This design comes from an exercise in tuning for small area and few clock cycles on the open sky130 flow, not from production work.
Where RTL was checked, it was by simulation tests only, not by an equivalence proof against the original.
The RTL of run 1 was laid out without a check of its function.
Power is estimated from default activity; no workload was simulated.

==> run.sh <==
#!/bin/bash
# synth_recipe.tcl (not shown) runs the flow's synth.tcl, then flattens the netlist and writes it again
# the make line also repeats each setting of config.mk as NAME=value (left out here)
make -C /OpenROAD-flow-scripts/flow DESIGN_CONFIG=/design/flow/config.mk WORK_HOME=/design/flow/orfs CLKGATE_MAP_FILE= SYNTH_SCRIPT=/design/flow/synth_recipe.tcl finish
==> config.mk <==
export PLATFORM = sky130hd
export DESIGN_NAME = outlier_hold_moving_average_core
export DESIGN_NICKNAME = outlier_hold_moving_average_core
export VERILOG_FILES = /design/flow/design.v
export SDC_FILE = /design/flow/constraint.sdc
export NUM_CORES = 4
export LEC_CHECK = 0
export CAP_MARGIN = 20
export CORE_MARGIN = 2
export CORE_UTILIZATION = 40
export SLEW_MARGIN = 20
==> constraint.sdc <==
create_clock -name core_clock -period 6.0 [get_ports {aclk}]
set_input_delay 1.2000 -clock core_clock [delete_from_list [all_inputs] [get_ports {aclk}]]
set_output_delay 1.2000 -clock core_clock [all_outputs]
set_load 0.01 [all_outputs]
==> design.v <==
package ohma_pkg;
    localparam int SAMPLE_W = 16;
    localparam int WINDOW = 30;
    localparam logic [SAMPLE_W-1:0] LIMIT_RESET = 16'd7000;
    localparam int SUM_W = $clog2(65535 * WINDOW + 1);
    localparam int CNT_W = $clog2(WINDOW + 1);
endpackage
module ohma_cell (
    input  logic                           aclk,
    input  logic                           shift_en,
    input  logic [ohma_pkg::SAMPLE_W-1:0]  data_in,
    output logic [ohma_pkg::SAMPLE_W-1:0]  data_out
);
    logic [ohma_pkg::SAMPLE_W-1:0] value_reg;
    always_ff @(posedge aclk) begin
        if (shift_en) begin
            value_reg <= data_in;
        end
    end
    assign data_out = value_reg;
endmodule
module ohma_div (
    input  logic [ohma_pkg::SUM_W-1:0]     sum_in,
    output logic [ohma_pkg::SAMPLE_W-1:0]  average_out
);
    logic [19:0] t;
    logic [36:0] prod;
    assign t    = sum_in[20:1];
    assign prod = 37'(t) * 37'h11111 + 37'h11111;
    assign average_out = prod[20 +: ohma_pkg::SAMPLE_W];
endmodule
module outlier_hold_moving_average_core (
    input  logic                           aclk,
    input  logic                           aresetn,
    input  logic                           s_valid,
    output logic                           s_ready,
    input  logic [ohma_pkg::SAMPLE_W-1:0]  s_distance_sample,
    output logic                           m_valid,
    input  logic                           m_ready,
    output logic [ohma_pkg::SAMPLE_W-1:0]  m_average_distance,
    output logic                           m_sample_rejected,
    input  logic                           cfg_valid,
    output logic                           cfg_ready,
    input  logic [ohma_pkg::SAMPLE_W-1:0]  cfg_data
);
    localparam int W = ohma_pkg::SAMPLE_W;
    localparam int N = ohma_pkg::WINDOW;
    logic [W-1:0]                  limit_reg;
    logic [ohma_pkg::SUM_W-1:0]    sum_reg;
    logic [ohma_pkg::CNT_W-1:0]    cnt_reg;
    logic                          rejected_reg;
    logic                          m_valid_reg;
    logic                          accept;
    logic                          rejected;
    logic                          have_newest;
    logic                          have_oldest;
    logic [W-1:0]                  newest;
    logic [W-1:0]                  oldest;
    logic [W-1:0]                  entry;
    logic [W-1:0]                  chain [N];
    genvar i;
    generate
        for (i = 0; i < N; i++) begin : g_cell
            if (i == 0) begin : g_head
                ohma_cell u_cell (
                    .aclk     (aclk),
                    .shift_en (accept),
                    .data_in  (entry),
                    .data_out (chain[i])
                );
            end else begin : g_body
                ohma_cell u_cell (
                    .aclk     (aclk),
                    .shift_en (accept),
                    .data_in  (chain[i-1]),
                    .data_out (chain[i])
                );
            end
        end
    endgenerate
    assign s_ready   = !m_valid_reg || m_ready;
    assign accept    = s_valid && s_ready;
    assign cfg_ready = 1'b1;
    assign have_newest = (cnt_reg != '0);
    assign have_oldest = (cnt_reg == ohma_pkg::CNT_W'(N));
    assign newest      = have_newest ? chain[0] : '0;
    assign oldest      = have_oldest ? chain[N-1] : '0;
    assign rejected = s_distance_sample > limit_reg;
    assign entry    = rejected ? newest : s_distance_sample;
    always_ff @(posedge aclk) begin
        if (!aresetn) begin
            limit_reg   <= ohma_pkg::LIMIT_RESET;
            sum_reg     <= '0;
            cnt_reg     <= '0;
            m_valid_reg <= 1'b0;
        end else begin
            if (cfg_valid) begin
                limit_reg <= cfg_data;
            end
            if (accept) begin
                sum_reg <= sum_reg - ohma_pkg::SUM_W'(oldest) + ohma_pkg::SUM_W'(entry);
                if (!have_oldest) begin
                    cnt_reg <= cnt_reg + 1'b1;
                end
            end
            m_valid_reg <= accept || (m_valid_reg && !m_ready);
        end
    end
    always_ff @(posedge aclk) begin
        if (accept) begin
            rejected_reg <= rejected;
        end
    end
    ohma_div u_div (
        .sum_in      (sum_reg),
        .average_out (m_average_distance)
    );
    assign m_sample_rejected = rejected_reg;
    assign m_valid           = m_valid_reg;
endmodule
==> results of run 1 <==
[worst reg2reg max path: cells and delay by family (launching register included)]
| kind | cells | cell delay (ns) |
|---|---|---|
| simple gates | 3 | 0.29 |
| compound gates | 12 | 2.68 |
| buf+inv | 4 | 0.48 |
| fa+ha+maj | 3 | 0.93 |
| flops | 1 | 0.33 |
| xor+xnor | 1 | 0.10 |
[layout by cell type, fill, tap and decap left out, types with 5 or more instances in the layout]
cell type          n
o21ai_0           20
clkbuf_1           7
buf_6              8
mux2i_1           11
clkinv_2          12
inv_1            138
nand3_1           13
edfxtp_1         481
and2_1            21
buf_2             15
a21o_1            22
fa_1              43
buf_4            129
o211ai_1          10
nand2_1           55
xnor2_1           21
a22o_1            16
a22oi_1           16
ha_1             148
ha_4               6
a21oi_2            5
a21oi_1           48
nor2_1            46
xor2_1            14
nand4_1           16
clkdlybuf4s50_1   39
clkbuf_16         52
dfxtp_1           39
a211oi_1          11
clkinv_1          10
buf_12             6
[final timing paths]
kind	from	to	slack (ns)	cells past startpoint
max	sum_reg[1]$_SDFFE_PN0P_	m_average_distance[12]	-0.49	15
min	g_cell[22].g_body.u_cell.value_reg[7]$_DFFE_PP_	g_cell[23].g_body.u_cell.value_reg[7]$_DFFE_PP_	0.41	0
max reg2reg	limit_reg[1]$_SDFFE_PN0P_	sum_reg[17]$_SDFFE_PN0P_	1.05	23
min reg2reg	g_cell[22].g_body.u_cell.value_reg[7]$_DFFE_PP_	g_cell[23].g_body.u_cell.value_reg[7]$_DFFE_PP_	0.41	0
[power groups by stage]
stage | Sequential [mW] | Clock, mW | Combinational [mW]
floorplan | 4.51 | 0 | 3.18
detailed placement | 4.51 | 0 | 5.32
global placement | 4.51 | 0 | 5.34
CTS | 4.44 | 3.18 | 5.43
global route | 4.47 | 3.30 | 6.70
finish | 4.44 | 3.08 | 5.96
[metal layers]
layer	part of all wire (%)	routed length [um]	vias up	track usage, %
li1	-	-	5232	-
met2	44	15200	157	18.6
met5	0	0	-	0
met4	2.0	689	0	3.53
met3	3.5	1200	51	1.84
met1	50	17200	5155	18.5
[final cells by class]
cell class                 instances  area share, %
clock buffer                      59           5.18
sequential                       524           59.7
multi-input combinational        612           22.0
clock inverter                    34           1.20
tap                              688           3.36
inverter                         142           2.11
timing repair buffer             198           6.44
[metrics by stage]
stage	hold WS [ns]	setup WS [ns]	util (%)
final	0.413	-0.494	48.8
after global routing	0.418	-0.686	48.8
after CTS	0.414	-0.586	48.3
after detailed placement	0.405	-0.702	45.1
after global placement	0.400	-0.602	45.1
after floorplan	0.400	0.0131	-
[timing repair]
| action | CTS | global route |
|---|---|---|
| pin swaps | 17 | 29 |
| setup endpoints to repair | 16 | 17 |
| buffers inserted | 5 | 8 |
| resized for setup | 76 | 52 |
[cells by family (layout without fill, tap and decap cells)]
family          count (synthesis)  in the layout  share of synthesized area, %
xor+xnor                       39             39                          1.60
fa+ha+maj                     201            201                          13.5
mux                            11             11                         0.517
other cells                     1              1                        0.0176
simple gates                  181            181                          4.04
flops                         524            524                          71.9
compound gates                179            179                          5.55
buf+inv                       166            433                          2.94
==> out/results.tsv, run 1 <==
metric	value	unit
status	complete, but fails checks	
CP required	4.80	ns
final count of negative-setup-slack endpoints	10	
Die X	235	um
io pins	57	
initial antenna violation count	0	
Clk pwr share	22.9	%
Worst Skew	0.0186	ns
Netlist Area Pre-Place	21300	um^2
vias post-DR	10600	
post-route cell area	25700	um^2
Critical Path Sink Type	output pin	
worst-path cell chain	fa_2 -> fa_2 -> fa_1 -> fa_1 -> fa_1 -> ha_4 -> a21oi_4 -> o21ai_2 -> or4_4 -> a41oi_4 -> o31ai_4 -> or3_4 -> a31oi_4 -> xnor2_2 -> buf_2	
DIE AREA	55100	um^2
Max IR drop VDD	0.486	mV
Area growth syn-to-layout	20.4	%
routability cong.	0.780	
ant diodes	0	
Layout fillers	4470	
Overflow after GRT	0	
Hold Buf Count CTS	0	
Sum Neg Setup Slack	-3.26	ns
CP delay by family, top	adder cells	
combinational share of power	44.2	%
CTS H-tree depth	2	
# nets final	1766	
Seq pwr share	32.9	%
distinct cell type count after synthesis	48	
# clock sinks	524	
Syn Inst Count	1302	
Power Internal	8.94	mW
fin worst setup slack	-0.494	ns
Max Cap Viol	0	
Final Hold Viols	0	
sequential-to-total area share from yosys stat	71.9	%
Total Power	13.5	mW
most frequent cells after synthesis	edfxtp_1 (481), ha_1 (154), inv_1 (141)	
area of the core	52600	um^2
number of flip-flops in the largest register	464	
FP Rows	84	
Residual DRC	0	
CTS Buf Count	50	
worst-margin pin slew	0.952	ns
switching power	4.54	mW
layout cells sized above 1	18.2	%
cell repeated most along the worst path	fa_1	
Multi-input gate area	5650	um^2
Synth Flop Type	edfxtp_1	
PortBufs	55	
WL per Instance	15.2	um
Hold Path Class	register to register	
CP Launch Type	register	
maximum fanout along the worst path	3	
slew margin rel.	36.3	%
sw frac	33.7	%
FF+latch area	15300	um^2
dpl cell area	23700	um^2
Slowest-stage cell, CP	fa_1	
largest net degree at the start of global routing	99	
Inst Count DP	2151	
Avg Cell Area, Syn	16.4	um^2
Final ANT Viol Nets	0	
Worst EP arrival	5.29	ns
most area-consuming cells after synthesis	edfxtp_1 (68%), ha_1 (9.0%), fa_1 (4.4%)	
Leakage	10.2	nW
Buf/Inv on CP	1	
Initial DRT Pass Iterations	4	
number of synthesized flops with an enable pin	481	
die height	235	um
RSZ-0062 raised after global routing	yes	
Yosys reg bits	524	
Final Max Tran Viols	0	
count leader, synth	edfxtp_1	
clk buf depth	3	
final cell count without fillers	2257	
routed wire length	34300	um
CTS tree	built	
Via density	4.69	
starting density of the core	40.5	%
fin crit period	6.49	ns
Synth top area share	67.8	%
first-pass GRT wire length	55300	um
FMAX	154	MHz
leading area contributor after synthesis	edfxtp_1	
clk slew on worst S/H paths	0.06	ns
DPL Wire Length	22800	um
slowest stage delay, CP	0.58	ns
Root Driver	clkbuf_16	
pwr dens	526	nW/um^2
Crit Path Class	register to output pin	
Async SR Flop Fraction	0	%
Clk Latency, worst-skew pair	0.56	ns
violated checks	setup timing	
Final Cycle Share	108	%
DRT iter0 DRCs	612	
gr usage total	12.3	%
Warnings, synthesis	3	
vias in the first global route	10700	
syn nets	1540	
==> run 2: changes to the inputs <==
--- a/design.v
+++ b/design.v
@@ -22,10 +22,25 @@
 module ohma_div (
+    input  logic                           aclk,
+    input  logic                           load,
     input  logic [ohma_pkg::SUM_W-1:0]     sum_in,
-    output logic [ohma_pkg::SAMPLE_W-1:0]  average_out
+    input  logic                           rejected_in,
+    output logic [ohma_pkg::SAMPLE_W-1:0]  average_out,
+    output logic                           rejected_out
 );
     logic [19:0] t;
-    logic [36:0] prod;
+    logic [24:0] prod;
+    logic [15:0] quot;
+    logic [15:0] average_reg;
+    logic        rejected_reg;
     assign t    = sum_in[20:1];
-    assign prod = 37'(t) * 37'h11111 + 37'h11111;
-    assign average_out = prod[20 +: ohma_pkg::SAMPLE_W];
+    assign prod = 25'(t[19:11]) + 25'(t[19:7]) + 25'(t[19:3]) + (25'(t) << 1) + (25'(t) << 5) + 25'd34;
+    assign quot = prod[24:9];
+    always_ff @(posedge aclk) begin
+        if (load) begin
+            average_reg  <= quot;
+            rejected_reg <= rejected_in;
+        end
+    end
+    assign average_out  = average_reg;
+    assign rejected_out = rejected_reg;
 endmodule
@@ -51,4 +66,15 @@
     logic                          rejected_reg;
+    logic                          sum_valid_reg;
     logic                          m_valid_reg;
+    logic                          out_load;
     logic                          accept;
+    logic [ohma_pkg::SUM_W-1:0]    sum_add;
+    logic [ohma_pkg::SUM_W-1:0]    sum_sub;
+    logic [ohma_pkg::SUM_W-1:0]    csa_s;
+    logic [ohma_pkg::SUM_W-1:0]    csa_c;
+    logic [ohma_pkg::SUM_W-1:0]    sum_next;
+    logic [W-1:0]                  gt0, eq0;
+    logic [7:0]                    gt1, eq1;
+    logic [3:0]                    gt2, eq2;
+    logic [1:0]                    gt3, eq3;
     logic                          rejected;
@@ -80,3 +106,4 @@
     endgenerate
-    assign s_ready   = !m_valid_reg || m_ready;
+    assign out_load  = sum_valid_reg && (!m_valid_reg || m_ready);
+    assign s_ready   = !sum_valid_reg || out_load;
     assign accept    = s_valid && s_ready;
@@ -87,10 +114,35 @@
     assign oldest      = have_oldest ? chain[N-1] : '0;
-    assign rejected = s_distance_sample > limit_reg;
+    assign gt0 = s_distance_sample & ~limit_reg;
+    assign eq0 = ~(s_distance_sample ^ limit_reg);
+    genvar g;
+    generate
+        for (g = 0; g < 8; g++) begin : g_c1
+            assign gt1[g] = gt0[2*g+1] | (eq0[2*g+1] & gt0[2*g]);
+            assign eq1[g] = eq0[2*g+1] & eq0[2*g];
+        end
+        for (g = 0; g < 4; g++) begin : g_c2
+            assign gt2[g] = gt1[2*g+1] | (eq1[2*g+1] & gt1[2*g]);
+            assign eq2[g] = eq1[2*g+1] & eq1[2*g];
+        end
+        for (g = 0; g < 2; g++) begin : g_c3
+            assign gt3[g] = gt2[2*g+1] | (eq2[2*g+1] & gt2[2*g]);
+            assign eq3[g] = eq2[2*g+1] & eq2[2*g];
+        end
+    endgenerate
+    assign rejected = gt3[1] | (eq3[1] & gt3[0]);
     assign entry    = rejected ? newest : s_distance_sample;
+    assign sum_add  = ohma_pkg::SUM_W'(entry);
+    assign sum_sub  = ~(ohma_pkg::SUM_W'(oldest));
+    assign csa_s    = sum_reg ^ sum_add ^ sum_sub;
+    assign csa_c    = {(sum_reg[ohma_pkg::SUM_W-2:0] & sum_add[ohma_pkg::SUM_W-2:0])
+                     | (sum_reg[ohma_pkg::SUM_W-2:0] & sum_sub[ohma_pkg::SUM_W-2:0])
+                     | (sum_add[ohma_pkg::SUM_W-2:0] & sum_sub[ohma_pkg::SUM_W-2:0]), 1'b1};
+    assign sum_next = csa_s + csa_c;
     always_ff @(posedge aclk) begin
         if (!aresetn) begin
-            limit_reg   <= ohma_pkg::LIMIT_RESET;
-            sum_reg     <= '0;
-            cnt_reg     <= '0;
-            m_valid_reg <= 1'b0;
+            limit_reg     <= ohma_pkg::LIMIT_RESET;
+            sum_reg       <= '0;
+            cnt_reg       <= '0;
+            sum_valid_reg <= 1'b0;
+            m_valid_reg   <= 1'b0;
         end else begin
@@ -100,3 +152,3 @@
             if (accept) begin
-                sum_reg <= sum_reg - ohma_pkg::SUM_W'(oldest) + ohma_pkg::SUM_W'(entry);
+                sum_reg <= sum_next;
                 if (!have_oldest) begin
@@ -105,3 +157,4 @@
             end
-            m_valid_reg <= accept || (m_valid_reg && !m_ready);
+            sum_valid_reg <= accept || (sum_valid_reg && !out_load);
+            m_valid_reg   <= out_load || (m_valid_reg && !m_ready);
         end
@@ -114,6 +167,9 @@
     ohma_div u_div (
-        .sum_in      (sum_reg),
-        .average_out (m_average_distance)
+        .aclk         (aclk),
+        .load         (out_load),
+        .sum_in       (sum_reg),
+        .rejected_in  (rejected_reg),
+        .average_out  (m_average_distance),
+        .rejected_out (m_sample_rejected)
     );
-    assign m_sample_rejected = rejected_reg;
     assign m_valid           = m_valid_reg;
--- a/config.mk
+++ b/config.mk
@@ -7,5 +7,9 @@
 export LEC_CHECK = 0
-export CAP_MARGIN = 20
+export CAP_MARGIN = 5
 export CORE_MARGIN = 2
 export CORE_UTILIZATION = 40
-export SLEW_MARGIN = 20
+export CTS_BUF_LIST = sky130_fd_sc_hd__clkbuf_8
+export CTS_CLUSTER_DIAMETER = 60
+export CTS_CLUSTER_SIZE = 20
+export GPL_TIMING_DRIVEN = 0
+export SLEW_MARGIN = 5
==> run 2 against run 1 <==
Now clean on timing, DRC and antenna. Global-route usage grew 0.60 points. Count of clock-buffer cells in the layout shrank 16. Clock power shrank 32%. Final area shrank 8.1%. Routed wire length grew 1.5%. Register-to-register slack lost 0.72 ns. First-iteration DRC count grew 31%. Critical endpoint is now sum_reg[20]$_SDFFE_PN0P_.
==> out/results.tsv, run 2 <==
metric	value	unit
status	finished clean	
gr usage total	12.9	%
# clock sinks	542	
number of flip-flops in the largest register	464	
CP required	6.50	ns
CTS Buf Count	43	
slowest stage delay, CP	0.46	ns
worst-path cell chain	clkdlybuf4s50_1 -> ha_1 -> a21o_1 -> a21o_1 -> a21oi_1 -> a21oi_1 -> o31ai_4 -> a21oi_1 -> clkbuf_4 -> buf_4 -> mux2i_2 -> fa_1 -> ha_1 -> a21o_1 -> a221o_1 -> o31a_1 -> a311o_1 -> o221ai_2 -> xnor2_1 -> o21ai_1	
Final Max Tran Viols	0	
Final Cycle Share	97.8	%
commonest non-fill, non-tap cell in the layout	edfxtp_1	
number of synthesized flops with an enable pin	498	
Die X	233	um
Slowest-stage cell, CP	fa_1	
Initial DRT Pass Iterations	5	
PortBufs	54	
Clk Latency, worst-skew pair	0.62	ns
Overflow after GRT	0	
Final ANT Viol Nets	0	
die height	233	um
Area growth syn-to-layout	11.9	%
fin crit period	5.87	ns
Netlist Area Pre-Place	21100	um^2
Syn Inst Count	1230	
Root Driver	clkbuf_8	
Warnings, synthesis	4	
Synth Flop Type	edfxtp_1	
first-pass GRT wire length	54100	um
CP delay by family, top	compound AO/OA/AOI/OAI gates	
Buf/Inv on CP	3	
Post-CTS Setup Repair Bufs	0	
Critical Path Sink Type	register	
io pins	57	
# nets final	1516	
sequential-to-total area share from yosys stat	75.2	%
count leader, synth	edfxtp_1	
area of the core	52300	um^2
leading area contributor after synthesis	edfxtp_1	
clk buf depth	3	
FP Rows	84	
Leakage	8.73	nW
DPL Wire Length	22600	um
gr busiest metal	met1	
CP Launch Type	input port	
most frequent cells after synthesis	edfxtp_1 (498), ha_1 (102), inv_1 (82)	
Via density	4.92	
most area-consuming cells after synthesis	edfxtp_1 (71%), ha_1 (6.1%), fa_1 (4.3%)	
final cell count without fillers	2050	
slew margin rel.	37.4	%
Residual DRC	0	
CTS tree	built	
GR Util met3	2.32	%
Async SR Flop Fraction	0	%
clk slew on worst S/H paths	0.11	ns
vias post-DR	10100	
Total Power	10.3	mW
Inst Count DP	1976	
distinct cell type count after synthesis	59	
pwr dens	437	nW/um^2
layout cells sized above 1	6.99	%
vias in the first global route	9761	
largest net degree at the start of global routing	135	
Crit Path Class	input port to register	
starting density of the core	40.2	%
commonest cells after routing, fill and taps aside	edfxtp_1 (498), ha_1 (102), inv_1 (89), nand2_1 (74), clkdlybuf4s50_1 (54)	
final count of negative-setup-slack endpoints	0	
FMAX	170	MHz
Worst Skew	0.0363	ns
DIE AREA	54500	um^2
Hold Path Class	register to register	
Synth top area share	71.0	%
DRT iter0 DRCs	804	
Avg Cell Area, Syn	17.1	um^2
worst-margin pin slew	0.939	ns
Max Cap Viol	0	
Worst EP arrival	6.37	ns
Final Hold Viols	0	
syn nets	1414	
met2 Use GR	19.0	%
M1 GR Usage	19.3	%
routability cong.	0.823	
maximum fanout along the worst path	10	
initial antenna violation count	2	
RSZ-0062 raised after global routing	yes	
Max IR drop VDD	0.199	mV
WL per Instance	17.0	um
Hold Buf Count CTS	0	
Yosys reg bits	542	
CTS H-tree depth	2	
routed wire length	34800	um
run 2: worst paths after layout:
check                           depth (start not counted)  slack, ns                                               to                                            start
worst min-delay path                                    0       0.41  g_cell[20].g_body.u_cell.value_reg[5]$_DFFE_PP_  g_cell[19].g_body.u_cell.value_reg[5]$_DFFE_PP_
worst max register to register                         18       0.33                  u_div.average_reg[13]$_DFFE_PP_                          sum_reg[8]$_SDFFE_PN0P_
worst min register to register                          0       0.41  g_cell[20].g_body.u_cell.value_reg[5]$_DFFE_PP_  g_cell[19].g_body.u_cell.value_reg[5]$_DFFE_PP_
worst max-delay path                                   20       0.13                         sum_reg[20]$_SDFFE_PN0P_                             s_distance_sample[5]
run 2: repair_timing:
action                     4_1_cts  5_1_grt
setup endpoints to repair       19       14
pin swaps                        0        1
resized for setup                8       12
run 2: area by class of cell:
| type | instances | area, um^2 |
|---|---|---|
| fill | 4526 | 28800 |
| sequential | 542 | 15800 |
| multi-input combinational | 580 | 4870 |
| tap | 688 | 861 |
| timing repair buffer | 58 | 651 |
| clock buffer | 43 | 592 |
| clock inverter | 30 | 317 |
| inverter | 82 | 308 |
| buffer | 25 | 118 |
| antenna | 2 | 5.00 |
run 2: logic make-up after synthesis:
group	synth area share (%)
compound gates	5.24
xor+xnor	1.66
fa+ha+maj	10.3
buf+inv	1.96
flops	75.2
mux	1.29
other cells	0.0178
simple gates	4.29
run 2: power breakdown:
part / leakage, nW / internal (mW) / total, mW / switching [mW]
logic: 3.02 / 1.47 / 3.41 / 1.94
registers: 5.24 / 4.55 / 4.78 / 0.235
clock network: 0.474 / 0.801 / 2.10 / 1.30
run 2: worst reg2reg max path, stage by stage, from the launching register on:
cell	delay, ns
dfxtp_1	0.45
ha_1	0.29
fa_1	0.41
a21o_1	0.17
a21oi_1	0.21
o21bai_1	0.12
a21oi_1	0.28
o21ai_0	0.23
xnor2_1	0.30
fa_1	0.49
fa_1	0.47
ha_1	0.31
ha_1	0.40
nand4_1	0.15
a2111oi_0	0.64
a211oi_2	0.13
nand4b_1	0.14
nand2_1	0.08
xnor2_1	0.13
run 2: routing by layer:
layer	vias up	wire length [um]
li1	4789	-
met1	5069	17100
met2	163	15500
met3	62	1300
met4	0	909
met5	-	0
run 2: metrics by stage:
stage	setup slack [ns]	TNS (ns)	hold WS [ns]	cell area, um^2	utilization (%)
floorplan	0.644	0	0.400	21100	-
global placement	-1.09	-509.97	0.401	22500	42.9
detailed placement	-1.05	-12.84	0.405	22600	43.1
CTS	0.0263	0	0.411	23500	44.9
global route	-0.0114	-0.0391	0.409	23600	45.0
finish	0.133	0	0.410	23600	45.0
Testbench counts of run 2, summed over its fixed seeds: cycles 24,016.
==> run 3: changes to the inputs <==
--- a/config.mk
+++ b/config.mk
@@ -7,3 +7,3 @@
 export LEC_CHECK = 0
-export CAP_MARGIN = 5
+export CAP_MARGIN = 20
 export CORE_MARGIN = 2
@@ -13,3 +13,2 @@
 export CTS_CLUSTER_SIZE = 20
-export GPL_TIMING_DRIVEN = 0
-export SLEW_MARGIN = 5
+export SLEW_MARGIN = 20
==> run 3 against run 2 <==
Highest routed layer unchanged. Sequential cell count is the same. Sequential share of layout area grew 0.093 points. Largest power group unchanged. Utilization shrank 0.076 points. Synthesized area is the same. Final cell count is essentially flat. Sequential power shrank 1%. Still clean on timing, DRC and antenna. Count of clock-buffer cells in the layout shrank 3. Fmax grew 2.3%. Clock power shrank 4%. First-iteration DRC count shrank 12%.
==> out/results.tsv, run 3 <==
metric	value	unit
most frequent cells after synthesis	edfxtp_1 (498), ha_1 (102), inv_1 (82)	
clk slew on worst S/H paths	0.12	ns
Avg Cell Area, Syn	17.1	um^2
Overflow after GRT	0	
dpl cell area	22700	um^2
DIE AREA	54500	um^2
Worst Skew	0.0486	ns
# clock sinks	542	
CTS Buf Count	40	
leading area contributor after synthesis	edfxtp_1	
vias post-DR	9960	
Post-CTS Setup Repair Bufs	0	
distinct cell type count after synthesis	59	
DPL Wire Length	21700	um
DR WL met3	1370	um
wire length on met1	16400	um
largest net degree at the start of global routing	114	
RSZ-0062 raised after global routing	no	
Netlist Area Pre-Place	21100	um^2
Critical Path Sink Type	register	
Synth Flop Type	edfxtp_1	
Die X	233	um
io pins	57	
status	finished clean	
Hold Path Class	register to register	
routability cong.	0.860	
combinational share of power	34.7	%
Power Internal	6.87	mW
CP Launch Type	register	
metal2 WL	15400	um
# nets final	1517	
Final Cycle Share	95.6	%
Yosys reg bits	542	
RR Endpoint	u_div.average_reg[9]$_DFFE_PP_	
Seq pwr share	45.7	%
Async SR Flop Fraction	0	%
count leader, synth	edfxtp_1	
clk buf depth	3	
R2R depth	19	
vias in the first global route	9918	
post-route cell area	23500	um^2
final cell count without fillers	2051	
number of synthesized flops with an enable pin	498	
routed wire length	34100	um
post-CTS sizing	0	
Max Cap Viol	0	
Warnings, synthesis	4	
Top Metal Used	met4	
PortBufs	55	
CTS H-tree depth	2	
final count of negative-setup-slack endpoints	0	
initial antenna violation count	1	
Inst Count DP	1979	
sequential-to-total area share from yosys stat	75.2	%
hold endpoint	g_cell[25].g_body.u_cell.value_reg[2]$_DFFE_PP_	
most area-consuming cells after synthesis	edfxtp_1 (71%), ha_1 (6.1%), fa_1 (4.3%)	
Total Power	10.3	mW
gr usage total	12.6	%
CP required	6.38	ns
Min-Delay Path Depth	0	
WL per Instance	16.6	um
Clk pwr share	19.6	%
Residual DRC	0	
commonest non-fill, non-tap cell in the layout	edfxtp_1	
Root Driver	clkbuf_8	
min-delay src	g_cell[24].g_body.u_cell.value_reg[2]$_DFFE_PP_	
FF-to-FF Start	sum_reg[13]$_SDFFE_PN0P_	
sw frac	33.4	%
Worst EP arrival	6.11	ns
Post-Synth Simple-Gate Area	4.29	%
reg-to-reg slack, setup	0.27	ns
Hold Buf Count CTS	0	
FP Rows	84	
CTS tree	built	
hold slack	0.404	ns
layout cells sized above 1	7.19	%
Initial DRT Pass Iterations	5	
Via density	4.86	
commonest cells after routing, fill and taps aside	edfxtp_1 (498), ha_1 (102), inv_1 (94), nand2_1 (74), clkdlybuf4s50_1 (54)	
Final Max Tran Viols	0	
DRT iter0 DRCs	705	
Sum Neg Setup Slack	0	ns
first-pass GRT wire length	53300	um
Syn Inst Count	1230	
switching power	3.44	mW
Final ANT Viol Nets	0	
ant diodes	0	
Final Hold Viols	0	
number of flip-flops in the largest register	464	
starting density of the core	40.2	%
Synth Area in Adders	10.3	%
compound-gate portion of the synthesized area	5.24	%
post-synthesis mux area share	1.29	%
worst-margin pin slew	0.796	ns
Crit Path Class	register to register	
Clk Latency, worst-skew pair	0.64	ns
Max IR drop VDD	0.312	mV
Synth top area share	71.0	%
slew margin rel.	46.9	%
XOR/XNOR share of the synthesized area	1.66	%
fin crit period	5.73	ns
die height	233	um
main combinational cell family by area after synthesis	adder cells	
pwr dens	438	nW/um^2
maximum fanout along the worst path	4	
FMAX	174	MHz
area of the core	52300	um^2
syn nets	1414	
Area growth syn-to-layout	11.7	%
Leakage	8.80	nW
-- run 3: cell counts after synthesis --
Identical to the previous run, type by type.
-- run 3: layout make-up --
type | count | area [um^2]
Timing Repair Buffer | 87 | 848
Clock buffer | 40 | 551
Sequential cell | 542 | 15800
Inverter | 82 | 315
Tap cell | 688 | 861
Clock inverter | 32 | 299
Multi-Input combinational cell | 580 | 4820
Fill cell | 4585 | 28800
-- run 3: worst max-delay path, cell delays in order (launching register included) --
cell,delay [ns]
dfxtp_1,0.38
buf_4,0.19
fa_1,0.43
a21o_1,0.17
a21oi_1,0.22
o21bai_1,0.12
a21oi_1,0.28
xnor2_1,0.25
fa_1,0.50
fa_1,0.41
ha_1,0.29
ha_1,0.32
a21o_1,0.19
a2111oi_1,0.51
buf_4,0.20
a2111oi_0,0.06
a211oi_1,0.49
nand2_1,0.17
a21oi_1,0.21
xnor2_1,0.09
-- run 3: cells by family after synthesis --
| family | count (synthesis) |
|---|---|
| xor+xnor | 40 |
| buf+inv | 108 |
| mux | 27 |
| other cells | 1 |
| flops | 542 |
| fa+ha+maj | 147 |
| simple gates | 197 |
| compound gates | 168 |
-- run 3: power groups by stage --
stage	registers (mW)	clock network, mW	logic [mW]
after floorplan	4.82	0	2.52
after global placement	4.80	0	3.52
after detailed placement	4.80	0	3.58
after CTS	4.72	2.12	3.62
after global routing	4.75	2.23	4.05
final	4.71	2.02	3.58
-- run 3: routing by layer --
metal | vias up | GRT usage (%)
li1 | 4770 | -
met1 | 4964 | 18.1
met2 | 168 | 18.8
met3 | 58 | 2.44
met4 | 0 | 4.75
met5 | - | 0
-- run 3: worst max path at each step --
stage,startpoint,endpoint,slack (ns),depth (start not counted)
3_5_place_dp,s_distance_sample[5],sum_reg[14]$_SDFFE_PN0P_,-0.22,19
3_3_place_gp,s_distance_sample[5],sum_reg[19]$_SDFFE_PN0P_,-0.07,20
6_report,sum_reg[13]$_SDFFE_PN0P_,u_div.average_reg[9]$_DFFE_PP_,0.27,19
5_1_grt,sum_reg[13]$_SDFFE_PN0P_,u_div.average_reg[15]$_DFFE_PP_,0.003,19
2_1_floorplan,m_ready,sum_reg[1]$_SDFFE_PN0P_,0.64,6
4_1_cts,sum_reg[13]$_SDFFE_PN0P_,u_div.average_reg[15]$_DFFE_PP_,0.18,19
-- run 3: stage by stage --
stage	worst slack, ns	util [%]
floorplan	0.644	-
global placement	-0.0677	43.3
detailed placement	-0.216	43.3
CTS	0.183	45.0
global route	0.00291	44.9
finish	0.266	44.9
==> run 4: changes to the inputs <==
==> flow/run.sh (new file) <==
#!/bin/bash
# Layout flow: the standard flow (standard.sh, unchanged synthesis and steps) with two
# settings passed to ORFS through the environment:
#  - port buffers use the smallest buffer (buf_1) instead of the delay buffer ORFS picks;
#    every input and output port still gets its own buffer;
#  - clock tree synthesis with clkbuf_8 buffers, clusters of up to 20 sinks within 60 um,
#    and no dummy loads (unconnected inverters CTS adds only to balance the tree).
# Each tool's output goes to ORFS's own step logs under orfs/logs; make's output goes to
# flow_make.log here.
set -euo pipefail
cd "$(dirname "$0")/.."
export BUFFER_PORTS_ARGS="-buffer_cell sky130_fd_sc_hd__buf_1"
export CTS_ARGS="-sink_clustering_enable -repair_clock_nets -sink_clustering_size 20 -sink_clustering_max_diameter 60 -buf_list sky130_fd_sc_hd__clkbuf_8 -dont_use_dummy_load"
bash standard.sh > flow_make.log 2>&1
==> standard.sh (new file) <==
#!/bin/bash
# synth_recipe.tcl (not shown) runs the flow's synth.tcl, then flattens the netlist and writes it again
# the make line also repeats each setting of config.mk as NAME=value (left out here)
make -C /OpenROAD-flow-scripts/flow DESIGN_CONFIG=/design/flow/config.mk WORK_HOME=/design/flow/orfs CLKGATE_MAP_FILE= SYNTH_SCRIPT=/design/flow/synth_recipe.tcl "${@:-finish}"
removed: run.sh
==> run 4 against run 3 <==
Still clean on timing, DRC and antenna. Via count fell by 0.69%. Synthesized area stayed put. Clock power down 18%. Register-to-register slack improved by 0.15 ns. Fmax increased by 2.8%. Final area fell by 3.0%. Critical path depth is the same. First-iteration DRC count is 8.4% higher. Worst setup slack better by 0.15 ns. Count of clock-buffer cells in the layout is the same. Clock skew rose by 0.029 ns. Critical path type unchanged.
==> out/results.tsv, run 4 <==
metric	value	unit
DPL Wire Length	22100	um
Yosys reg bits	542	
PortBufs	55	
final core occ	43.6	%
Place WS	0.0954	ns
crit path launch	sum_reg[13]$_SDFFE_PN0P_	
fin worst setup slack	0.420	ns
count leader, synth	edfxtp_1	
distinct cell type count after synthesis	59	
Via density	4.91	
Avg Cell Area, Syn	17.1	um^2
Sum Neg Setup Slack	0	ns
most frequent cells after synthesis	edfxtp_1 (498), ha_1 (102), inv_1 (82)	
largest net degree at the start of global routing	149	
Final Max Tran Viols	0	
Multi-input gate area	4820	um^2
clk slew on worst S/H paths	0.12	ns
Final Cycle Share	93.0	%
most area-consuming cells after synthesis	edfxtp_1 (71%), ha_1 (6.1%), fa_1 (4.3%)	
Layout fillers	4618	
Root Driver	clkbuf_8	
CTS H-tree depth	2	
routability cong.	0.823	
slowest stage delay, CP	0.49	ns
# clock sinks	542	
FF-to-FF Start	sum_reg[13]$_SDFFE_PN0P_	
FF+latch area	15800	um^2
clk buf depth	3	
worst-path cell chain	buf_4 -> fa_1 -> a21o_1 -> a21oi_1 -> o21bai_1 -> a21oi_1 -> xnor2_1 -> fa_1 -> fa_1 -> ha_1 -> ha_1 -> a21o_1 -> a2111oi_2 -> buf_4 -> a211oi_1 -> o211a_1 -> o21ai_1 -> o21ai_0 -> xnor2_1	
vias post-DR	9891	
number of synthesized flops with an enable pin	498	
Overflow after GRT	0	
commonest non-fill, non-tap cell in the layout	edfxtp_1	
RR Endpoint	u_div.average_reg[15]$_DFFE_PP_	
fin crit period	5.58	ns
Critical Path Sink Type	register	
Synth Flop Type	edfxtp_1	
RSZ-0062 raised after global routing	no	
initial antenna violation count	0	
io pins	57	
reg-to-reg slack, setup	0.42	ns
Warnings, synthesis	4	
FP Rows	84	
Crit Path Class	register to register	
status	finished clean	
CP Launch Type	register	
Post-CTS Setup Repair Bufs	0	
FMAX	179	MHz
commonest cells after routing, fill and taps aside	edfxtp_1 (498), ha_1 (102), inv_1 (81), nand2_1 (74), buf_1 (55)	
min-delay src	g_cell[21].g_body.u_cell.value_reg[6]$_DFFE_PP_	
pwr dens	431	nW/um^2
gr usage total	12.8	%
Area growth syn-to-layout	8.36	%
Synth top area share	71.0	%
# nets final	1512	
WL per Instance	17.2	um
DRT iter0 DRCs	764	
Leakage	8.44	nW
Residual DRC	0	
DIE AREA	54500	um^2
Final Hold Viols	0	
Worst EP arrival	5.90	ns
Max IR drop VDD	0.184	mV
Slowest-stage cell, CP	fa_1	
CTS Buf Count	40	
Clk Latency, worst-skew pair	0.60	ns
sequential-to-total area share from yosys stat	75.2	%
vias in the first global route	9709	
maximum fanout along the worst path	6	
area of the core	52300	um^2
Die X	233	um
Min-Delay Path Depth	0	
worst-margin pin slew	1.02	ns
Initial DRT Pass Iterations	4	
layout cells sized above 1	5.66	%
die height	233	um
first-pass GRT wire length	53800	um
R2R depth	19	
final count of negative-setup-slack endpoints	0	
Syn Inst Count	1230	
number of flip-flops in the largest register	464	
cell repeated most along the worst path	fa_1	
CP required	6.32	ns
Final ANT Viol Nets	0	
leading area contributor after synthesis	edfxtp_1	
slew margin rel.	32.0	%
Max Cap Viol	0	
Netlist Area Pre-Place	21100	um^2
CTS tree	built	
Worst Skew	0.0775	ns
ant diodes	0	
syn nets	1414	
Async SR Flop Fraction	0	%
routed wire length	34600	um
starting density of the core	40.2	%
Hold Path Class	register to register	
Worst Setup EP	u_div.average_reg[15]$_DFFE_PP_	
run 4: kinds of logic (layout without fill, tap and decap cells):
logic type / after synthesis / after routing / synth area share (%)
XOR/XNOR: 40 / 40 / 1.66
other: 1 / 1 / 0.0178
adder cells (fa/ha/maj): 147 / 147 / 10.3
flip-flops: 542 / 542 / 75.2
multiplexers: 27 / 27 / 1.29
buffers and inverters: 108 / 204 / 1.96
AND/OR/NAND/NOR: 197 / 197 / 4.29
AO/OA/AOI/OAI: 168 / 168 / 5.24
run 4: worst max-delay path, delay by kind of cell, from the launching register on:
family,cells,cell delay [ns]
xor gates and xnor gates,2,0.37
adders and majority gates,5,1.96
buffers and inverters,2,0.39
DFF,1,0.33
AOI/OAI and AO/OA,10,2.25
run 4: worst min path at each step:
stage,to,slack (ns)
finish,g_cell[22].g_body.u_cell.value_reg[6]$_DFFE_PP_,0.33
global route,g_cell[22].g_body.u_cell.value_reg[6]$_DFFE_PP_,0.34
CTS,g_cell[22].g_body.u_cell.value_reg[6]$_DFFE_PP_,0.34
detailed placement,g_cell[12].g_body.u_cell.value_reg[9]$_DFFE_PP_,0.40
global placement,g_cell[2].g_body.u_cell.value_reg[7]$_DFFE_PP_,0.40
floorplan,g_cell[10].g_body.u_cell.value_reg[0]$_DFFE_PP_,0.40
run 4: what timing repair did:
item / in CTS / in global routing
hold buffers: 0 / 0
endpoints found under the setup margin: 0 / 5
resized for setup: 0 / 2
hold endpoints to repair: 0 / 0
run 4: through the flow:
stage | std cells | power [mW] | cell area [um^2] | hold WS, ns
2_1_floorplan | 1230 | 7.34 | 21100 | 0.400
3_3_place_gp | 1974 | 8.23 | 22300 | 0.401
3_5_place_dp | 1974 | 8.27 | 22300 | 0.405
4_1_cts | 2014 | 9.99 | 22800 | 0.337
5_1_grt | 2014 | 10.6 | 22800 | 0.338
6_report | 2014 | 9.84 | 22800 | 0.335
run 4: metal layers:
metal | routed length, um | GRT usage, %
met5 | 0 | 0
met4 | 903 | 4.61
met3 | 1280 | 2.31
met2 | 15700 | 19.4
met1 | 16600 | 18.5
run 4: cell type report:
| cell class | count | area share, % |
|---|---|---|
| flip-flops and latches | 542 | 69.4 |
| multi-input cells | 580 | 21.1 |
| well taps | 688 | 3.77 |
| clock buffers | 40 | 2.41 |
| repair buffers | 82 | 1.90 |
| inverters | 82 | 1.38 |
run 4: report_power, final:
group          total [mW]  switching (mW)  internal, mW
Combinational        3.47            2.03          1.44
Sequential           4.71           0.165          4.55
Clock                1.66            1.05         0.600
==> run 5: changes to the inputs <==
--- a/design.v
+++ b/design.v
@@ -30,2 +30,4 @@
     logic [19:0] t;
+    logic [24:0] row_a;
+    logic [24:0] row_b;
     logic [24:0] prod;
@@ -34,4 +36,113 @@
     logic        rejected_reg;
-    assign t    = sum_in[20:1];
-    assign prod = 25'(t[19:11]) + 25'(t[19:7]) + 25'(t[19:3]) + (25'(t) << 1) + (25'(t) << 5) + 25'd34;
+    assign t = sum_in[20:1];
+    logic s1, c2, s3, c4, s5, c6, s7, c8, s9, c10, s11, c12, s13, c14, s15, c16, s17, c18, s19, c20, s21, c22, s23, c24, s25, c26, s27, c28, s29, c30, s31, c32, s33, c34, s35, c36, s37, c38, s39, c40, s41, c42, s43, c44, s45, c46, s47, c48, s49, c50, s51, c52, s53, c54, s55, c56, s57, c58, s59, c60, s61, c62, s63, c64, s65, c66, s67, c68, s69, c70, s71, c72, s73, c74, s75, c76, s77, c78, s79, c80, s81, c82, s83, c84, s85, c86, s87, c88, s89, c90, s91, c92, s93, c94, s95, c96, s97, c98, s99, c100, s101, c102, s103, c104, s105, c106;
+    assign s1 = t[12] ^ t[8];
+    assign c2 = t[12] & t[8];
+    assign s3 = t[13] ^ t[9];
+    assign c4 = t[13] & t[9];
+    assign s5 = t[14] ^ t[10];
+    assign c6 = t[14] & t[10];
+    assign s7 = t[15] ^ t[11];
+    assign c8 = t[15] & t[11];
+    assign s9 = t[16] ^ t[12] ^ t[8];
+    assign c10 = (t[16] & t[12]) | (t[16] & t[8]) | (t[12] & t[8]);
+    assign s11 = t[4] ^ t[0];
+    assign c12 = t[4] & t[0];
+    assign s13 = t[17] ^ t[13] ^ t[9];
+    assign c14 = (t[17] & t[13]) | (t[17] & t[9]) | (t[13] & t[9]);
+    assign s15 = t[5] ^ t[1];
+    assign c16 = t[5] & t[1];
+    assign s17 = t[18] ^ t[14] ^ t[10];
+    assign c18 = (t[18] & t[14]) | (t[18] & t[10]) | (t[14] & t[10]);
+    assign s19 = t[6] ^ t[2];
+    assign c20 = t[6] & t[2];
+    assign s21 = t[19] ^ t[15] ^ t[11];
+    assign c22 = (t[19] & t[15]) | (t[19] & t[11]) | (t[15] & t[11]);
+    assign s23 = t[7] ^ t[3];
+    assign c24 = t[7] & t[3];
+    assign s25 = t[16] ^ t[12] ^ t[8];
+    assign c26 = (t[16] & t[12]) | (t[16] & t[8]) | (t[12] & t[8]);
+    assign s27 = t[17] ^ t[13];
+    assign c28 = t[17] & t[13];
+    assign s29 = t[18] ^ t[14];
+    assign c30 = t[18] & t[14];
+    assign s31 = t[19] ^ t[15];
+    assign c32 = t[19] & t[15];
+    assign s33 = s1 ^ t[4];
+    assign c34 = s1 & t[4];
+    assign s35 = c2 ^ s3 ^ t[5];
+    assign c36 = (c2 & s3) | (c2 & t[5]) | (s3 & t[5]);
+    assign s37 = c4 ^ s5 ^ t[6];
+    assign c38 = (c4 & s5) | (c4 & t[6]) | (s5 & t[6]);
+    assign s39 = c6 ^ s7 ^ t[7];
+    assign c40 = (c6 & s7) | (c6 & t[7]) | (s7 & t[7]);
+    assign s41 = c8 ^ s9 ^ s11;
+    assign c42 = (c8 & s9) | (c8 & s11) | (s9 & s11);
+    assign s43 = c10 ^ c12 ^ s13;
+    assign c44 = (c10 & c12) | (c10 & s13) | (c12 & s13);
+    assign s45 = c14 ^ c16 ^ s17;
+    assign c46 = (c14 & c16) | (c14 & s17) | (c16 & s17);
+    assign s47 = c18 ^ c20 ^ s21;
+    assign c48 = (c18 & c20) | (c18 & s21) | (c20 & s21);
+    assign s49 = c22 ^ c24 ^ s25;
+    assign c50 = (c22 & c24) | (c22 & s25) | (c24 & s25);
+    assign s51 = c26 ^ s27 ^ t[9];
+    assign c52 = (c26 & s27) | (c26 & t[9]) | (s27 & t[9]);
+    assign s53 = c28 ^ s29 ^ t[10];
+    assign c54 = (c28 & s29) | (c28 & t[10]) | (s29 & t[10]);
+    assign s55 = c30 ^ s31 ^ t[11];
+    assign c56 = (c30 & s31) | (c30 & t[11]) | (s31 & t[11]);
+    assign s57 = c32 ^ t[16] ^ t[12];
+    assign c58 = (c32 & t[16]) | (c32 & t[12]) | (t[16] & t[12]);
+    assign s59 = t[17] ^ t[13];
+    assign c60 = t[17] & t[13];
+    assign s61 = t[18] ^ t[14];
+    assign c62 = t[18] & t[14];
+    assign s63 = t[19] ^ t[15];
+    assign c64 = t[19] & t[15];
+    assign s65 = t[11] ^ t[7];
+    assign c66 = t[11] & t[7];
+    assign s67 = s33 ^ t[0] ^ 1'b1;
+    assign c68 = (s33 & t[0]) | (s33 & 1'b1) | (t[0] & 1'b1);
+    assign s69 = c34 ^ s35 ^ t[1];
+    assign c70 = (c34 & s35) | (c34 & t[1]) | (s35 & t[1]);
+    assign s71 = c36 ^ s37 ^ t[2];
+    assign c72 = (c36 & s37) | (c36 & t[2]) | (s37 & t[2]);
+    assign s73 = c38 ^ s39 ^ t[3];
+    assign c74 = (c38 & s39) | (c38 & t[3]) | (s39 & t[3]);
+    assign s75 = c40 ^ s41 ^ 1'b1;
+    assign c76 = (c40 & s41) | (c40 & 1'b1) | (s41 & 1'b1);
+    assign s77 = c42 ^ s43 ^ s15;
+    assign c78 = (c42 & s43) | (c42 & s15) | (s43 & s15);
+    assign s79 = c44 ^ s45 ^ s19;
+    assign c80 = (c44 & s45) | (c44 & s19) | (s45 & s19);
+    assign s81 = c46 ^ s47 ^ s23;
+    assign c82 = (c46 & s47) | (c46 & s23) | (s47 & s23);
+    assign s83 = c48 ^ s49 ^ t[4];
+    assign c84 = (c48 & s49) | (c48 & t[4]) | (s49 & t[4]);
+    assign s85 = c50 ^ s51 ^ t[5];
+    assign c86 = (c50 & s51) | (c50 & t[5]) | (s51 & t[5]);
+    assign s87 = c52 ^ s53 ^ t[6];
+    assign c88 = (c52 & s53) | (c52 & t[6]) | (s53 & t[6]);
+    assign s89 = c54 ^ s55 ^ t[7];
+    assign c90 = (c54 & s55) | (c54 & t[7]) | (s55 & t[7]);
+    assign s91 = c56 ^ s57 ^ t[8];
+    assign c92 = (c56 & s57) | (c56 & t[8]) | (s57 & t[8]);
+    assign s93 = c58 ^ s59 ^ t[9];
+    assign c94 = (c58 & s59) | (c58 & t[9]) | (s59 & t[9]);
+    assign s95 = c60 ^ s61 ^ t[10];
+    assign c96 = (c60 & s61) | (c60 & t[10]) | (s61 & t[10]);
+    assign s97 = c62 ^ s63 ^ t[11];
+    assign c98 = (c62 & s63) | (c62 & t[11]) | (s63 & t[11]);
+    assign s99 = c64 ^ t[16] ^ t[12];
+    assign c100 = (c64 & t[16]) | (c64 & t[12]) | (t[16] & t[12]);
+    assign s101 = t[17] ^ t[13];
+    assign c102 = t[17] & t[13];
+    assign s103 = t[18] ^ t[14];
+    assign c104 = t[18] & t[14];
+    assign s105 = t[19] ^ t[15];
+    assign c106 = t[19] & t[15];
+    assign row_a = {t[19], t[18], t[17], c106, c104, c102, c100, c98, c96, c94, c92, c90, c88, c86, c84, c82, c80, c78, c76, c74, c72, c70, c68, c66, s65};
+    assign row_b = {1'b0, 1'b0, 1'b0, t[16], s105, s103, s101, s99, s97, s95, s93, s91, s89, s87, s85, s83, s81, s79, s77, s75, s73, s71, s69, s67, t[3]};
+    assign prod = row_a + row_b;
     assign quot = prod[24:9];
--- a/config.mk
+++ b/config.mk
@@ -9,3 +9,3 @@
 export CORE_MARGIN = 2
-export CORE_UTILIZATION = 40
+export CORE_UTILIZATION = 60
 export CTS_BUF_LIST = sky130_fd_sc_hd__clkbuf_8
==> run 5 against run 4 <==
Largest power group unchanged. Sequential power barely moved. Count of clock-buffer cells in the layout decreased by 4. Critical path type is now input port to register. Fmax rose by 3.4%. Combinational power shrank 17%. Synthesized cell count decreased by 3.5%. Power shrank 6.9%. Still clean on timing, DRC and antenna.
==> out/results.tsv, run 5 <==
metric	value	unit
layout cells sized above 1	4.89	%
Area growth syn-to-layout	6.57	%
routability cong.	0.829	
distinct cell type count after synthesis	58	
area of the core	33600	um^2
maximum fanout along the worst path	10	
switching power	2.89	mW
Via density	5.36	
Inst Count DP	1680	
min-delay src	g_cell[21].g_body.u_cell.value_reg[9]$_DFFE_PP_	
Clk pwr share	16.8	%
sequential-to-total area share from yosys stat	77.1	%
largest net degree at the start of global routing	106	
pwr dens	418	nW/um^2
first-pass GRT wire length	48300	um
Warnings, synthesis	4	
clk slew on worst S/H paths	0.11	ns
Synth top area share	72.8	%
Crit Path Class	input port to register	
R2R depth	19	
Sum Neg Setup Slack	0	ns
Yosys reg bits	542	
FF-to-FF Start	limit_reg[1]$_SDFFE_PN0P_	
syn nets	1343	
CTS tree	built	
Clk Latency, worst-skew pair	0.60	ns
RSZ-0062 raised after global routing	no	
die height	189	um
Min-Delay Path Depth	0	
Hold Buf Count CTS	0	
final cell count without fillers	1716	
Synth Flop Type	edfxtp_1	
Root Driver	clkbuf_8	
CP Launch Type	input port	
Async SR Flop Fraction	0	%
commonest cells after routing, fill and taps aside	edfxtp_1 (498), inv_1 (100), nand2_1 (83), ha_1 (74), a21oi_1 (57)	
Overflow after GRT	0	
Avg Cell Area, Syn	17.3	um^2
RR Endpoint	sum_reg[16]$_SDFFE_PN0P_	
initial antenna violation count	0	
Max Cap Viol	0	
vias in the first global route	8993	
status	finished clean	
ant diodes	0	
number of flip-flops in the largest register	464	
sw frac	31.5	%
Leakage	8.00	nW
Final ANT Viol Nets	0	
Syn Inst Count	1187	
FP Rows	67	
routed wire length	30500	um
reg-to-reg slack, setup	0.99	ns
hold endpoint	g_cell[22].g_body.u_cell.value_reg[9]$_DFFE_PP_	
FMAX	185	MHz
# nets final	1426	
Residual DRC	0	
Initial DRT Pass Iterations	5	
CTS Buf Count	36	
fin crit period	5.39	ns
count leader, synth	edfxtp_1	
DRT iter0 DRCs	701	
Layout fillers	2316	
starting density of the core	61.1	%
worst-margin pin slew	0.772	ns
WL per Instance	17.8	um
leading area contributor after synthesis	edfxtp_1	
Worst EP arrival	5.83	ns
Max IR drop VDD	0.258	mV
Post-CTS Setup Repair Bufs	0	
Final Max Tran Viols	0	
slew margin rel.	48.5	%
DPL Wire Length	19800	um
Netlist Area Pre-Place	20500	um^2
Final Hold Viols	0	
io pins	57	
Die X	189	um
Critical Path Sink Type	register	
Hold Path Class	register to register	
DIE AREA	35700	um^2
combinational share of power	31.4	%
number of synthesized flops with an enable pin	498	
CP required	6.43	ns
most frequent cells after synthesis	edfxtp_1 (498), inv_1 (100), nand2_1 (83)	
post-CTS sizing	0	
gr usage total	17.5	%
Power Internal	6.27	mW
Worst Skew	0.0710	ns
most area-consuming cells after synthesis	edfxtp_1 (73%), ha_1 (4.5%), fa_1 (4.4%)	
clk buf depth	3	
PortBufs	55	
Seq pwr share	51.8	%
vias post-DR	9199	
Final Cycle Share	89.9	%
final count of negative-setup-slack endpoints	0	
CTS H-tree depth	2	
# clock sinks	542	
commonest non-fill, non-tap cell in the layout	edfxtp_1	
[run 5: cell types whose count changed after synthesis, moves of 8 or more]
cell,delta
a21o_1,-12
xnor2_1,-11
inv_1,+18
nand2_1,+9
nor2_1,-13
a21oi_1,+8
ha_1,-28
[run 5: cell type report]
class | instances | area, um^2 | area share (%)
Clock buffer | 36 | 495 | 2.26
Inverter | 101 | 387 | 1.77
Multi-Input combinational cell | 521 | 4240 | 19.4
Sequential cell | 542 | 15800 | 72.4
Tap cell | 448 | 561 | 2.56
Timing Repair Buffer | 68 | 368 | 1.68
[run 5: worst max-delay path by stage]
stage                                     to  slack, ns                  start
global placement    sum_reg[16]$_SDFFE_PN0P_       0.14   s_distance_sample[1]
finish              sum_reg[16]$_SDFFE_PN0P_       0.61   s_distance_sample[1]
CTS                 sum_reg[16]$_SDFFE_PN0P_       0.62   s_distance_sample[1]
global route        sum_reg[16]$_SDFFE_PN0P_        0.1  s_distance_sample[13]
floorplan            sum_reg[0]$_SDFFE_PN0P_       0.27                m_ready
detailed placement  sum_reg[16]$_SDFFE_PN0P_       0.08   s_distance_sample[1]
[run 5: per-stage QoR]
stage          util (%)  area [um^2]  total power [mW]  hold WS [ns]  worst slack [ns]
2_1_floorplan         -        20500              6.98         0.400             0.266
3_3_place_gp       63.6        21400              7.67         0.401             0.144
3_5_place_dp       63.6        21400              7.67         0.405            0.0763
4_1_cts            65.1        21900              9.24         0.335             0.618
5_1_grt            65.1        21900              9.78         0.336            0.0974
6_report           65.1        21900              9.16         0.350             0.606
[run 5: critical path, stage by stage]
cell	delay (ns)
buf_1	0.10
ha_1	0.27
and3b_1	0.15
o21a_1	0.11
o21ai_0	0.08
a21oi_1	0.20
o2111ai_1	0.16
a21oi_2	0.60
mux2_2	0.45
fa_1	0.54
inv_1	0.07
fa_1	0.41
a21oi_1	0.21
o21ai_0	0.11
a21oi_1	0.29
a21oi_1	0.22
o21ai_0	0.28
a2111oi_0	0.14
a211o_1	0.24
[run 5: power groups by stage]
| stage | registers [mW] | logic [mW] | clock network, mW |
|---|---|---|---|
| final | 4.74 | 2.88 | 1.54 |
| after global routing | 4.78 | 3.27 | 1.72 |
| after CTS | 4.75 | 2.87 | 1.62 |
| after detailed placement | 4.83 | 2.84 | 0 |
| after global placement | 4.83 | 2.85 | 0 |
| after floorplan | 4.79 | 2.19 | 0 |
[run 5: per-layer routing]
| metal | global-route usage (%) | up-vias | part of all wire (%) |
|---|---|---|---|
| met5 | 0 | - | 0 |
| met1 | 28.6 | 4503 | 52 |
| met2 | 24.4 | 166 | 42 |
| li1 | - | 4489 | - |
| met3 | 3.10 | 41 | 4.5 |
| met4 | 4.75 | 0 | 1.7 |
[run 5: cell families (layout without fill, tap and decap cells)]
| kind of cell | after synthesis | count (layout) | share of synthesized area (%) |
|---|---|---|---|
| AND/OR/NAND/NOR | 188 | 188 | 4.22 |
| adder cells (fa/ha/maj) | 119 | 119 | 8.90 |
| other | 1 | 1 | 0.0183 |
| AO/OA/AOI/OAI | 155 | 155 | 4.78 |
| buffers and inverters | 124 | 205 | 2.30 |
| XOR/XNOR | 29 | 29 | 1.24 |
| multiplexers | 29 | 29 | 1.43 |
| flip-flops | 542 | 542 | 77.1 |
Testbench counts of run 5, summed over its fixed seeds: cycles 24,016.
==> run 6: changes to the inputs <==
--- a/config.mk
+++ b/config.mk
@@ -9,3 +9,3 @@
 export CORE_MARGIN = 2
-export CORE_UTILIZATION = 60
+export CORE_UTILIZATION = 70
 export CTS_BUF_LIST = sky130_fd_sc_hd__clkbuf_8
==> run 6 against run 5 <==
Routed wire length increased by 3.6%. Synthesized cell count unchanged. Sequential share of layout area increased by 0.31 points. Hold slack improved by 0.036 ns. Sequential cell count unchanged. Largest cell class unchanged. Register-to-register slack improved by 0.09 ns. Still clean on timing, DRC and antenna.
==> out/results.tsv, run 6 <==
metric	value	unit
status	finished clean	
Syn Inst Count	1187	
Final Hold Viols	0	
Warnings, synthesis	4	
Inst Count DP	1615	
Hold Path Class	register to register	
Sum Neg Setup Slack	0	ns
Avg Cell Area, Syn	17.3	um^2
Post-CTS Setup Repair Bufs	0	
slowest stage delay, CP	0.47	ns
Leakage	8.00	nW
Root Driver	clkbuf_8	
RSZ-0062 raised after global routing	no	
final core occ	75.7	%
routability cong.	0.905	
DPL Wire Length	21100	um
vias in the first global route	9574	
sequential-to-total area share from yosys stat	77.1	%
Final Cycle Share	87.8	%
clk slew on worst S/H paths	0.11	ns
Critical Path Sink Type	register	
dpl cell area	21300	um^2
Final Max Tran Viols	0	
WL per Instance	19.1	um
# nets final	1426	
commonest cells after routing, fill and taps aside	edfxtp_1 (498), inv_1 (100), nand2_1 (83), ha_1 (74), a21oi_1 (57)	
fin crit period	5.27	ns
Final ANT Viol Nets	0	
Total Power	9.25	mW
Initial DRT Pass Iterations	6	
final cell count without fillers	1652	
Yosys reg bits	542	
most frequent cells after synthesis	edfxtp_1 (498), inv_1 (100), nand2_1 (83)	
worst-margin pin slew	0.961	ns
FP Rows	62	
CP delay by family, top	compound AO/OA/AOI/OAI gates	
largest net degree at the start of global routing	138	
io pins	57	
commonest non-fill, non-tap cell in the layout	edfxtp_1	
area of the core	28800	um^2
post-CTS sizing	0	
vias post-DR	9452	
Buf/Inv on CP	2	
layout cells sized above 1	4.81	%
starting density of the core	71.4	%
number of flip-flops in the largest register	464	
final count of negative-setup-slack endpoints	0	
worst-path cell chain	buf_1 -> ha_1 -> and3b_1 -> o21a_1 -> o21ai_0 -> a21oi_1 -> o2111ai_1 -> a21oi_2 -> buf_4 -> mux2i_1 -> fa_1 -> ha_1 -> nand2_1 -> o21ai_0 -> a21oi_1 -> a21oi_1 -> o21ai_0 -> a2111oi_0 -> a211o_1	
Max IR drop VDD	0.272	mV
Residual DRC	0	
Crit Path Class	input port to register	
Clk Latency, worst-skew pair	0.57	ns
ant diodes	0	
initial antenna violation count	0	
Area growth syn-to-layout	6.11	%
Max Cap Viol	0	
maximum fanout along the worst path	15	
syn nets	1343	
Hold Buf Count CTS	0	
DRT iter0 DRCs	782	
Worst Skew	0.0590	ns
FMAX	190	MHz
die height	175	um
gr usage total	21.5	%
clk buf depth	3	
number of synthesized flops with an enable pin	498	
CP Launch Type	input port	
Worst EP arrival	5.75	ns
Die X	175	um
Slowest-stage cell, CP	a2111oi_0	
first-pass GRT wire length	50500	um
post-route cell area	21800	um^2
# clock sinks	542	
Netlist Area Pre-Place	20500	um^2
distinct cell type count after synthesis	58	
count leader, synth	edfxtp_1	
CTS Buf Count	37	
leading area contributor after synthesis	edfxtp_1	
PortBufs	55	
pwr dens	424	nW/um^2
Synth Flop Type	edfxtp_1	
Via density	5.72	
most area-consuming cells after synthesis	edfxtp_1 (73%), ha_1 (4.5%), fa_1 (4.4%)	
slew margin rel.	36.0	%
routed wire length	31600	um
CTS tree	built	
CTS H-tree depth	2	
Synth top area share	72.8	%
CP required	6.48	ns
DIE AREA	30700	um^2
Async SR Flop Fraction	0	%
Overflow after GRT	0	
==> run 6: cell counts after synthesis <==
No cell type changed its count.
==> run 6: path summary, 6_finish.rpt <==
path	endpoint	cells after the start	slack, ns	start
min	g_cell[15].g_body.u_cell.value_reg[10]$_DFFE_PP_	0	0.39	g_cell[14].g_body.u_cell.value_reg[10]$_DFFE_PP_
min reg2reg	g_cell[15].g_body.u_cell.value_reg[10]$_DFFE_PP_	0	0.39	g_cell[14].g_body.u_cell.value_reg[10]$_DFFE_PP_
max	sum_reg[16]$_SDFFE_PN0P_	19	0.73	s_distance_sample[1]
max reg2reg	sum_reg[16]$_SDFFE_PN0P_	19	1.08	limit_reg[1]$_SDFFE_PN0P_
==> run 6: kinds of logic (layout without fill, tap and decap cells) <==
family / after synthesis / in the layout / synth area share [%]
other: 1 / 1 / 0.0183
buffers and inverters: 124 / 205 / 2.30
muxes: 29 / 29 / 1.43
AOI/OAI and AO/OA: 155 / 155 / 4.78
and+or+nand+nor: 188 / 188 / 4.22
DFF: 542 / 542 / 77.1
xor gates and xnor gates: 29 / 29 / 1.24
adders and majority gates: 119 / 119 / 8.90
==> run 6: metal layers <==
| metal | vias up | track usage, % | part of all wire (%) |
|---|---|---|---|
| met3 | 50 | 4.24 | 6.3 |
| li1 | 4499 | - | - |
| met5 | - | 0 | 0 |
| met2 | 259 | 32.2 | 45 |
| met4 | 0 | 5.76 | 2.1 |
| met1 | 4644 | 33.3 | 47 |
==> run 6: area by class of cell <==
type,count,area (um^2)
fill,1615,6990
sequential,542,15800
multi-input combinational,521,4230
timing repair buffer,67,348
tap,384,480
inverter,101,387
clock buffer,37,509
==> run 6: power by group <==
| part | leakage [nW] | switching (mW) | total, mW | internal (mW) |
|---|---|---|---|---|
| combinational | 2.50 | 1.74 | 2.93 | 1.19 |
| sequential | 5.23 | 0.213 | 4.75 | 4.54 |
| clock | 0.266 | 1.00 | 1.56 | 0.558 |
==> run 6: metrics by stage <==
stage	hold WS (ns)	worst slack [ns]
after floorplan	0.400	0.266
after global placement	0.401	0.382
after detailed placement	0.405	0.224
after CTS	0.377	0.777
after global routing	0.382	0.280
final	0.386	0.732
==> run 6: worst register-to-register path, cell delays in order (launching register included) <==
cell	delay (ns)
dfxtp_1	0.36
inv_1	0.05
ha_1	0.26
and3b_1	0.15
o21a_1	0.11
o21ai_0	0.08
a21oi_1	0.18
o2111ai_1	0.16
a21oi_2	0.43
buf_4	0.34
mux2i_1	0.39
fa_1	0.46
ha_1	0.38
nand2_1	0.06
o21ai_0	0.15
a21oi_1	0.15
a21oi_1	0.33
o21ai_0	0.17
a2111oi_0	0.47
a211o_1	0.16
==> run 7: changes to the inputs <==
--- a/config.mk
+++ b/config.mk
@@ -9,3 +9,3 @@
 export CORE_MARGIN = 2
-export CORE_UTILIZATION = 70
+export CORE_UTILIZATION = 40
 export CTS_BUF_LIST = sky130_fd_sc_hd__clkbuf_8
==> run 7 against run 6 <==
Count of clock-buffer cells in the layout is 2 higher. Fmax is 1.7% higher. Clock skew is 0.014 ns higher. Sequential cell count stayed put. Via count is 0.32% lower. Utilization is 32 points lower. Hold slack worse by 0.0069 ns. Still clean on timing, DRC and antenna. Sequential power hardly changed. Synthesized cell count stayed put. Final area is 1.9% higher.
==> out/results.tsv, run 7 <==
metric	value	unit
status	finished clean	
vias post-DR	9422	
Syn Inst Count	1187	
CP delay by family, top	compound AO/OA/AOI/OAI gates	
Final ANT Viol Nets	0	
Area growth syn-to-layout	8.16	%
Max IR drop VDD	0.199	mV
Async SR Flop Fraction	0	%
Netlist Area Pre-Place	20500	um^2
ant diodes	0	
Warnings, synthesis	4	
CP Launch Type	input port	
worst-margin pin slew	0.899	ns
Avg Cell Area, Syn	17.3	um^2
distinct cell type count after synthesis	58	
fin crit period	5.18	ns
routed wire length	31700	um
number of flip-flops in the largest register	464	
slowest stage delay, CP	0.55	ns
Root Driver	clkbuf_8	
slew margin rel.	40.0	%
Die X	231	um
commonest non-fill, non-tap cell in the layout	edfxtp_1	
CTS tree	built	
DIE AREA	53200	um^2
combinational share of power	31.0	%
Overflow after GRT	0	
Leakage	8.02	nW
io pins	57	
Power Internal	6.31	mW
WL per Instance	16.3	um
leading area contributor after synthesis	edfxtp_1	
Post-CTS Setup Repair Bufs	0	
initial antenna violation count	0	
# nets final	1430	
number of synthesized flops with an enable pin	498	
gr usage total	12.2	%
Final Max Tran Viols	0	
Worst Skew	0.0726	ns
FP Rows	83	
post-CTS sizing	0	
maximum fanout along the worst path	7	
sw frac	31.8	%
Hold Buf Count CTS	0	
most area-consuming cells after synthesis	edfxtp_1 (73%), ha_1 (4.5%), fa_1 (4.4%)	
Initial DRT Pass Iterations	4	
Final Cycle Share	86.3	%
Synth top area share	72.8	%
pwr dens	417	nW/um^2
CTS H-tree depth	2	
CP required	6.51	ns
count leader, synth	edfxtp_1	
Hold Path Class	register to register	
Crit Path Class	input port to register	
DRT iter0 DRCs	746	
starting density of the core	40.3	%
largest net degree at the start of global routing	131	
Yosys reg bits	542	
Clk pwr share	17.7	%
RSZ-0062 raised after global routing	no	
Via density	4.83	
sequential-to-total area share from yosys stat	77.1	%
Residual DRC	0	
commonest cells after routing, fill and taps aside	edfxtp_1 (498), inv_1 (100), nand2_1 (83), ha_1 (74), a21oi_1 (57)	
DPL Wire Length	20000	um
Max Cap Viol	0	
clk slew on worst S/H paths	0.11	ns
vias in the first global route	9406	
layout cells sized above 1	5.19	%
Sum Neg Setup Slack	0	ns
PortBufs	55	
run 7: cell counts after synthesis:
No cell type changed its count.
run 7: final timing paths:
check	to	slack, ns	startpoint	cells past startpoint
setup / recovery	sum_reg[16]$_SDFFE_PN0P_	0.82	s_distance_sample[13]	18
hold / removal	g_cell[14].g_body.u_cell.value_reg[1]$_DFFE_PP_	0.38	g_cell[13].g_body.u_cell.value_reg[1]$_DFFE_PP_	0
setup reg to reg	sum_reg[16]$_SDFFE_PN0P_	1.15	limit_reg[13]$_SDFFE_PN0P_	18
hold reg to reg	g_cell[14].g_body.u_cell.value_reg[1]$_DFFE_PP_	0.38	g_cell[13].g_body.u_cell.value_reg[1]$_DFFE_PP_	0
run 7: cell families (layout without fill, tap and decap cells):
| group | Yosys count | count (layout) | synth area share (%) |
|---|---|---|---|
| muxes | 29 | 29 | 1.43 |
| xor gates and xnor gates | 29 | 29 | 1.24 |
| adders and majority gates | 119 | 119 | 8.90 |
| buffers and inverters | 124 | 209 | 2.30 |
| DFF | 542 | 542 | 77.1 |
| AOI/OAI and AO/OA | 155 | 155 | 4.78 |
| other | 1 | 1 | 0.0183 |
| and+or+nand+nor | 188 | 188 | 4.22 |
run 7: power groups by stage:
stage          Combinational, mW  Sequential, mW  Clock, mW
2_1_floorplan               2.19            4.79          0
3_3_place_gp                2.81            4.83          0
3_5_place_dp                2.85            4.83          0
4_1_cts                     2.88            4.75       1.74
5_1_grt                     3.29            4.79       1.85
6_report                    2.87            4.74       1.64
run 7: metrics by stage:
stage                     power (mW)  utilization (%)  instance area [um^2]  setup slack (ns)  std cells
after detailed placement        7.68             42.5                 21700             0.233       1913
final                           9.25             43.6                 22200             0.821       1952
after CTS                       9.37             43.5                 22200             0.870       1952
after global placement          7.64             42.5                 21700             0.276       1913
after global routing            9.93             43.6                 22200             0.427       1952
after floorplan                 6.98                -                 20500             0.266       1187
run 7: area by class of cell:
class	instances	area, um^2
fillers	4436	28800
flip-flops and latches	542	15800
multi-input cells	521	4240
well taps	680	851
clock buffers	39	537
inverters	101	387
repair buffers	69	363
run 7: routing by layer:
metal	share of wire, %	routed length, um	track usage, %	up-vias
met4	2.0	635	3.33	0
met3	4.6	1470	2.71	48
met2	41	13100	17.2	167
met1	52	16500	19.0	4693
met5	0	0	0	-
li1	-	-	-	4514
run 7: worst register-to-register path: stages, from the launching register on:
cell,delay [ns]
dfxtp_1,0.34
inv_1,0.05
ha_1,0.29
a21oi_1,0.13
nor2b_1,0.05
o21ai_0,0.16
nand2b_1,0.09
a2111oi_0,0.50
a21oi_2,0.25
mux2i_1,0.49
fa_1,0.55
fa_1,0.47
a21oi_1,0.18
o21ai_0,0.12
a21oi_1,0.26
a21oi_1,0.20
o21ai_0,0.25
a2111oi_0,0.14
a211o_1,0.24

Re-timed with assumed drivers on the ports (clkbuf_16 on the clock, buf_2 on other inputs), run 7 has 0.846 ns of setup slack against 0.821 ns with ideal ports, and 0.207 ns once port delays also move by the mid clock arrival of 0.639 ns.
